This design comes from an exercise in tuning for small area, a short achievable clock period and few clock cycles per item on the open sky130 flow, not from production work.
At most, simulation tests tie the RTL to the original design; equivalence was not proved.
Power is estimated from default activity; no workload was simulated.

Setup of sierra:
==> flow/design.v <==
`timescale 1ns/1ps
package query_pkg;
	localparam int NUM_PRED  = 8;       
	localparam int COL_W     = 32;
	localparam int BEAT_W    = 256;
	localparam int SEL_W     = $clog2(NUM_PRED);
	localparam int PRED_W    = 48;      
	localparam int TABLE_W   = 2 ** NUM_PRED;
	localparam int CNT_W     = 32;      
	localparam int REC_W     = NUM_PRED * COL_W;
	localparam int PREDS_LO  = 5;
	localparam int PREDS_HI  = NUM_PRED - PREDS_LO;
	localparam int CFG_W     = COL_W + SEL_W + 3;
	localparam int CHUNK_W   = 8;
	localparam int NUM_CHUNK = COL_W / CHUNK_W;
	localparam logic [7:0] OP_EQ = 8'd0;
	localparam logic [7:0] OP_NE = 8'd1;
	localparam logic [7:0] OP_LT = 8'd2;
	localparam logic [7:0] OP_GT = 8'd3;
	localparam logic [7:0] OP_LE = 8'd4;
	localparam logic [7:0] OP_GE = 8'd5;
	localparam int OP_LSB    = 0;
	localparam int COL_LSB   = 8;
	localparam int VALUE_LSB = 16;
endpackage
`timescale 1ns/1ps
module predicate_unit
(
	input  logic [query_pkg::CFG_W-1:0]     cfg,
	input  logic [query_pkg::REC_W-1:0]     rec,
	output logic [query_pkg::NUM_CHUNK-1:0] eq,
	output logic [query_pkg::NUM_CHUNK-1:0] lt
);
	localparam int COL_W     = query_pkg::COL_W;
	localparam int NUM_PRED  = query_pkg::NUM_PRED;
	localparam int CHUNK_W   = query_pkg::CHUNK_W;
	localparam int NUM_CHUNK = query_pkg::NUM_CHUNK;
	logic [COL_W-1:0]            value;
	logic [query_pkg::SEL_W-1:0] col;
	logic                        use_eq;
	logic                        use_lt;
	logic [COL_W-1:0]            col_val;
	logic [NUM_CHUNK-1:0]        c_eq;
	logic [NUM_CHUNK-1:0]        c_lt;
	assign value  = cfg[0 +: COL_W];
	assign col    = cfg[COL_W +: query_pkg::SEL_W];
	assign use_eq = cfg[COL_W + query_pkg::SEL_W];
	assign use_lt = cfg[COL_W + query_pkg::SEL_W + 1];
	assign col_val = rec[col*COL_W +: COL_W];
	for (genvar k = 0; k < NUM_CHUNK; k++)
	begin : g_chunk
		assign c_eq[k] = (col_val[k*CHUNK_W +: CHUNK_W] == value[k*CHUNK_W +: CHUNK_W]);
		assign c_lt[k] = (col_val[k*CHUNK_W +: CHUNK_W] <  value[k*CHUNK_W +: CHUNK_W]);
	end
	assign lt = {c_lt[NUM_CHUNK-1:1] & {(NUM_CHUNK-1){use_lt}},
		(use_lt & c_lt[0]) | (use_eq & c_eq[0])};
	assign eq = {c_eq[NUM_CHUNK-1:1], 1'b0};
endmodule
`timescale 1ns/1ps
module match_lookup
(
	input  logic                                              clk,
	input  logic                                              rst,
	input  logic                                              in_valid,
	input  logic                                              in_last,
	input  logic [query_pkg::NUM_PRED*query_pkg::NUM_CHUNK-1:0] eq,
	input  logic [query_pkg::NUM_PRED*query_pkg::NUM_CHUNK-1:0] lt,
	input  logic [query_pkg::NUM_PRED*query_pkg::CFG_W-1:0]   cfgs,
	input  logic [query_pkg::TABLE_W-1:0]                     table_bits,
	output logic                                              match_valid,
	output logic                                              match,
	output logic                                              query_done
);
	localparam int NUM_PRED  = query_pkg::NUM_PRED;
	localparam int NUM_CHUNK = query_pkg::NUM_CHUNK;
	localparam int CFG_W     = query_pkg::CFG_W;
	localparam int FLAG_LSB  = query_pkg::COL_W + query_pkg::SEL_W;
	localparam int LO_W  = NUM_PRED / 2;
	localparam int NUM_HI = 2 ** (NUM_PRED - LO_W);
	logic [NUM_PRED-1:0]        hits;
	logic [NUM_HI-1:0]          part;
	logic [NUM_HI-1:0]          part_r;
	logic [NUM_PRED-LO_W-1:0]   hi_r;
	logic                       valid_r;
	logic                       last_r;
	always_comb
	begin
		for (int p = 0; p < NUM_PRED; p++)
		begin
			logic r;
			r = lt[p*NUM_CHUNK];
			for (int k = 1; k < NUM_CHUNK; k++)
				r = lt[p*NUM_CHUNK + k] | (eq[p*NUM_CHUNK + k] & r);
			hits[p] = r ^ cfgs[p*CFG_W + FLAG_LSB + 2];
		end
	end
	always_comb
	begin
		for (int j = 0; j < NUM_HI; j++)
			part[j] = table_bits[j*(2**LO_W) + hits[LO_W-1:0]];
	end
	always_ff @(posedge clk or negedge rst)
	begin
		if (!rst)
		begin
			valid_r     <= 1'b0;
			last_r      <= 1'b0;
			match_valid <= 1'b0;
			query_done  <= 1'b0;
		end
		else
		begin
			valid_r     <= in_valid;
			last_r      <= in_last;
			match_valid <= valid_r;
			query_done  <= valid_r && last_r;
		end
	end
	always_ff @(posedge clk)
	begin
		part_r <= part;
		hi_r   <= hits[NUM_PRED-1:LO_W];
		match  <= part_r[hi_r];
	end
endmodule
`timescale 1ns/1ps
module query_controller
(
	input  logic                                         clk,
	input  logic                                         rst,
	input  logic                                         cmd_pending,
	input  logic [query_pkg::BEAT_W-1:0]                 para_data,
	input  logic                                         rec_valid,
	output logic                                         para_rd,
	output logic                                         cmd_ack,
	output logic                                         query_active,
	output logic [query_pkg::NUM_PRED*query_pkg::CFG_W-1:0] cfgs,
	output logic [query_pkg::TABLE_W-1:0]                table_bits,
	output logic                                         stage_valid,
	output logic                                         stage_last
);
	localparam int PRED_W   = query_pkg::PRED_W;
	localparam int PREDS_LO = query_pkg::PREDS_LO;
	localparam int PREDS_HI = query_pkg::PREDS_HI;
	localparam int CNT_W    = query_pkg::CNT_W;
	localparam int TABLE_W  = query_pkg::TABLE_W;
	localparam int CFG_W    = query_pkg::CFG_W;
	localparam int COL_W    = query_pkg::COL_W;
	localparam int SEL_W    = query_pkg::SEL_W;
	logic [1:0]       beat;        
	logic             active;      
	logic             tail;        
	logic [CNT_W-1:0] cnt;         
	logic             accept;
	logic             pop_last;
	logic [1:0]       beat_n;
	logic             active_n;
	logic             tail_n;
	logic             fifo_ok_n;
	logic             can_pop_n;
	logic             rd_n;
	logic [3:0]       load;        
	function automatic logic [CFG_W-1:0] decode(input logic [PRED_W-1:0] p);
		logic [7:0] op;
		logic [7:0] col;
		logic       ok;
		logic       e;
		logic       l;
		logic       i;
		op  = p[query_pkg::OP_LSB +: 8];
		col = p[query_pkg::COL_LSB +: 8];
		ok  = (col < 8'(query_pkg::NUM_PRED)) && (op <= query_pkg::OP_GE);
		e   = ok && (op == query_pkg::OP_EQ || op == query_pkg::OP_NE ||
			op == query_pkg::OP_GT || op == query_pkg::OP_LE);
		l   = ok && (op == query_pkg::OP_LT || op == query_pkg::OP_GT ||
			op == query_pkg::OP_LE || op == query_pkg::OP_GE);
		i   = ok && (op == query_pkg::OP_NE || op == query_pkg::OP_GT ||
			op == query_pkg::OP_GE);
		decode = {i, l, e, col[SEL_W-1:0], p[query_pkg::VALUE_LSB +: COL_W]};
	endfunction
	assign query_active = active;
	assign accept       = rec_valid && active;
	assign pop_last     = para_rd && (beat == 2'd3);
	always_comb
	begin
		beat_n   = para_rd ? beat + 2'd1 : beat;
		active_n = active;
		tail_n   = tail;
		if (accept && tail)
		begin
			active_n = 1'b0;
			tail_n   = 1'b0;
		end
		else if (accept && (cnt == CNT_W'(2)))
			tail_n = 1'b1;
		if (pop_last)
		begin
			active_n = 1'b1;
			tail_n   = (cnt == CNT_W'(1));
		end
	end
	assign fifo_ok_n = (beat_n != 2'd0) || (cmd_pending && !pop_last);
	always_comb
	begin
		case (beat_n)
			2'd0:    can_pop_n = !active_n || tail_n;    
			2'd1:    can_pop_n = !active_n;              
			default: can_pop_n = 1'b1;
		endcase
	end
	assign rd_n = fifo_ok_n && can_pop_n;
	always_ff @(posedge clk or negedge rst)
	begin
		if (!rst)
		begin
			load        <= 4'd0;
			beat        <= 2'd0;
			active      <= 1'b0;
			tail        <= 1'b0;
			para_rd     <= 1'b0;
			cmd_ack     <= 1'b0;
			stage_valid <= 1'b0;
			stage_last  <= 1'b0;
		end
		else
		begin
			beat        <= beat_n;
			active      <= active_n;
			tail        <= tail_n;
			para_rd     <= rd_n;
			for (int b = 0; b < 4; b++)
				load[b] <= rd_n && (beat_n == 2'(b));
			cmd_ack     <= pop_last;
			stage_valid <= accept;
			stage_last  <= accept && tail;
		end
	end
	always_ff @(posedge clk)
	begin
		if (load[0])
			cnt <= para_data[CNT_W-1:0];
		else if (accept && !tail)
			cnt <= cnt - CNT_W'(1);
	end
	always_ff @(posedge clk)
	begin
		if (load[1])
			table_bits <= para_data[TABLE_W-1:0];
		if (load[2])
		begin
			for (int i = 0; i < PREDS_LO; i++)
				cfgs[i*CFG_W +: CFG_W] <= decode(para_data[i*PRED_W +: PRED_W]);
		end
		if (load[3])
		begin
			for (int i = 0; i < PREDS_HI; i++)
				cfgs[(PREDS_LO+i)*CFG_W +: CFG_W] <= decode(para_data[i*PRED_W +: PRED_W]);
		end
	end
endmodule
`timescale 1ns/1ps
module query_filter
(
	input  logic              clk,
	input  logic              rst,
	input  logic              cmd_pending,
	input  logic [query_pkg::BEAT_W-1:0] para_data,
	output logic              para_rd,
	output logic              cmd_ack,
	input  logic              rec_valid,
	input  logic [query_pkg::REC_W-1:0] rec_data,
	output logic              query_active,
	output logic              match_valid,
	output logic              match,
	output logic              query_done
);
	logic [query_pkg::NUM_PRED*query_pkg::CFG_W-1:0] cfgs;
	logic [query_pkg::TABLE_W-1:0] table_bits;
	logic                stage_valid;
	logic                stage_last;
	logic [query_pkg::NUM_PRED*query_pkg::NUM_CHUNK-1:0] eq;
	logic [query_pkg::NUM_PRED*query_pkg::NUM_CHUNK-1:0] lt;
	logic [query_pkg::NUM_PRED*query_pkg::NUM_CHUNK-1:0] eq_r;
	logic [query_pkg::NUM_PRED*query_pkg::NUM_CHUNK-1:0] lt_r;
	query_controller u_ctrl
	(
		.clk          (clk),
		.rst          (rst),
		.cmd_pending  (cmd_pending),
		.para_data    (para_data),
		.rec_valid    (rec_valid),
		.para_rd      (para_rd),
		.cmd_ack      (cmd_ack),
		.query_active (query_active),
		.cfgs         (cfgs),
		.table_bits   (table_bits),
		.stage_valid  (stage_valid),
		.stage_last   (stage_last)
	);
	for (genvar g = 0; g < query_pkg::NUM_PRED; g++)
	begin : g_pred
		predicate_unit u_pred
		(
			.cfg (cfgs[g*query_pkg::CFG_W +: query_pkg::CFG_W]),
			.rec (rec_data),
			.eq  (eq[g*query_pkg::NUM_CHUNK +: query_pkg::NUM_CHUNK]),
			.lt  (lt[g*query_pkg::NUM_CHUNK +: query_pkg::NUM_CHUNK])
		);
	end
	always_ff @(posedge clk)
	begin
		eq_r <= eq;
		lt_r <= lt;
	end
	match_lookup u_lookup
	(
		.clk          (clk),
		.rst          (rst),
		.in_valid     (stage_valid),
		.in_last      (stage_last),
		.eq           (eq_r),
		.lt           (lt_r),
		.cfgs         (cfgs),
		.table_bits   (table_bits),
		.match_valid  (match_valid),
		.match        (match),
		.query_done   (query_done)
	);
endmodule
clock: 6.0 ns
lec_check: 0
cap_margin: 20
core_margin: 2
core_utilization: 40
setup_slack_margin: 3.5
slew_margin: 20
tns_end_percent: 5
standard.sh (not shown) runs the stock make flow with config.mk's settings and CLKGATE_MAP_FILE= SYNTH_SCRIPT=/design/flow/synth_recipe.tcl, a recipe that flattens the netlist after the stock synthesis.
==> flow/flow/run.sh <==
#!/bin/bash
# The standard layout (the standard.sh: standard synthesis, floorplan, place, CTS, route),
# with one change: the port buffers that placement inserts are plain buffers
# (sky130_fd_sc_hd__buf_1) rather than the delay cells buffer_ports picks by default.
# Every port still gets its own buffer. make's full output goes to standard.log; each
# ORFS step's own log is under orfs/logs/.
set -euo pipefail
export BUFFER_PORTS_ARGS="-buffer_cell sky130_fd_sc_hd__buf_1"
bash standard.sh > standard.log 2>&1
### sierra -> ember
--- a/flow/design.v
+++ b/flow/design.v
@@ -7,14 +7,14 @@
 	localparam int PRED_W    = 48;      
 	localparam int TABLE_W   = 2 ** NUM_PRED;
 	localparam int CNT_W     = 32;      
 	localparam int REC_W     = NUM_PRED * COL_W;
 	localparam int PREDS_LO  = 5;
 	localparam int PREDS_HI  = NUM_PRED - PREDS_LO;
-	localparam int CFG_W     = COL_W + SEL_W + 3;
-	localparam int CHUNK_W   = 8;
+	localparam int CFG_W     = COL_W + SEL_W + 3 + 2;
+	localparam int CHUNK_W   = 4;
 	localparam int NUM_CHUNK = COL_W / CHUNK_W;
 	localparam logic [7:0] OP_EQ = 8'd0;
 	localparam logic [7:0] OP_NE = 8'd1;
 	localparam logic [7:0] OP_LT = 8'd2;
 	localparam logic [7:0] OP_GT = 8'd3;
 	localparam logic [7:0] OP_LE = 8'd4;
@@ -36,20 +36,22 @@
 	localparam int CHUNK_W   = query_pkg::CHUNK_W;
 	localparam int NUM_CHUNK = query_pkg::NUM_CHUNK;
 	logic [COL_W-1:0]            value;
 	logic [query_pkg::SEL_W-1:0] col;
 	logic                        use_eq;
 	logic                        use_lt;
+	logic [query_pkg::SEL_W-1:0] col_hi;
 	logic [COL_W-1:0]            col_val;
 	logic [NUM_CHUNK-1:0]        c_eq;
 	logic [NUM_CHUNK-1:0]        c_lt;
 	assign value  = cfg[0 +: COL_W];
 	assign col    = cfg[COL_W +: query_pkg::SEL_W];
 	assign use_eq = cfg[COL_W + query_pkg::SEL_W];
 	assign use_lt = cfg[COL_W + query_pkg::SEL_W + 1];
-	assign col_val = rec[col*COL_W +: COL_W];
+	assign col_hi = {col[2], ~cfg[COL_W + query_pkg::SEL_W + 3 +: 2]};
+	assign col_val = {rec[col_hi*COL_W + COL_W/2 +: COL_W/2], rec[col*COL_W +: COL_W/2]};
 	for (genvar k = 0; k < NUM_CHUNK; k++)
 	begin : g_chunk
 		assign c_eq[k] = (col_val[k*CHUNK_W +: CHUNK_W] == value[k*CHUNK_W +: CHUNK_W]);
 		assign c_lt[k] = (col_val[k*CHUNK_W +: CHUNK_W] <  value[k*CHUNK_W +: CHUNK_W]);
 	end
 	assign lt = {c_lt[NUM_CHUNK-1:1] & {(NUM_CHUNK-1){use_lt}},
@@ -72,13 +74,13 @@
 	output logic                                              query_done
 );
 	localparam int NUM_PRED  = query_pkg::NUM_PRED;
 	localparam int NUM_CHUNK = query_pkg::NUM_CHUNK;
 	localparam int CFG_W     = query_pkg::CFG_W;
 	localparam int FLAG_LSB  = query_pkg::COL_W + query_pkg::SEL_W;
-	localparam int LO_W  = NUM_PRED / 2;
+	localparam int LO_W  = 3;
 	localparam int NUM_HI = 2 ** (NUM_PRED - LO_W);
 	logic [NUM_PRED-1:0]        hits;
 	logic [NUM_HI-1:0]          part;
 	logic [NUM_HI-1:0]          part_r;
 	logic [NUM_PRED-LO_W-1:0]   hi_r;
 	logic                       valid_r;
@@ -173,13 +175,13 @@
 		e   = ok && (op == query_pkg::OP_EQ || op == query_pkg::OP_NE ||
 			op == query_pkg::OP_GT || op == query_pkg::OP_LE);
 		l   = ok && (op == query_pkg::OP_LT || op == query_pkg::OP_GT ||
 			op == query_pkg::OP_LE || op == query_pkg::OP_GE);
 		i   = ok && (op == query_pkg::OP_NE || op == query_pkg::OP_GT ||
 			op == query_pkg::OP_GE);
-		decode = {i, l, e, col[SEL_W-1:0], p[query_pkg::VALUE_LSB +: COL_W]};
+		decode = {~col[1:0], i, l, e, col[SEL_W-1:0], p[query_pkg::VALUE_LSB +: COL_W]};
 	endfunction
 	assign query_active = active;
 	assign accept       = rec_valid && active;
 	assign pop_last     = para_rd && (beat == 2'd3);
 	always_comb
 	begin
==> comparison <==
- Taking sierra as the reference, in ember post-synthesis share of cell area spent on and, or, nand and nor gates saw little to no change, cell count picked up an extra 124, proportion of cell area occupied by registers went up, worst setup margin +0.29 ns, half-perimeter wire length of the detailed placement result lost 1.1%.
- Compared with sierra, peak supply drop in ember increased by a little under 10%.
- On final cycle utilization of the critical path: between sierra and ember, it ends up higher for sierra.
- Fraction of the mapped netlist area in compound gates down 0.29 points in ember wrt sierra
- ember vs. sierra: layout clock buffer count went up, final design utilization went down.
- Taking ember as 1.0, sierra lands at 0.937 on total standard cell area after synthesis.
- ember: share of power burned in registers lower than sierra
Testbench counts of ember, summed over its fixed seeds: cycles 14,439, items 13,240.
Function not checked in sierra: the RTL went through the layout flow alone.

-- afterwards: timing with drivers on the ports --
The flow's constraints put no driver on any port. The routed layouts listed below were extracted and timed again, unchanged, in two steps. Step 1 (the two cells are an assumption about what drives the block):
set clk [get_ports {clk}]
set_driving_cell -lib_cell sky130_fd_sc_hd__clkbuf_16 $clk
set_driving_cell -lib_cell sky130_fd_sc_hd__buf_2 [delete_from_list [all_inputs] $clk]
Step 2 adds t to the input delays and takes it off the output delays; t is the mean of the earliest and latest rising clock arrival at the registers after step 1. Input paths then give back, and output paths get back, about the clock's delay inside the block. Slacks: no drivers / after step 1 / after step 2; pairs: no drivers / after step 1.
run	t (ns)	slack for setup (ns)	hold WS [ns]	latest minus earliest clock arrival (ns)
sierra	0.711	3.048 / 3.048 / 2.429	0.358 / 0.358 / 0.358	0.030 / 0.030
ember	0.753	3.334 / 3.334 / 2.711	0.348 / 0.348 / 0.348	0.056 / 0.056
After both steps every run listed still meets setup and hold. For ember, which loses most, drivers alone change the setup slack by 0.000 ns; drivers and shift together by -0.623 ns.
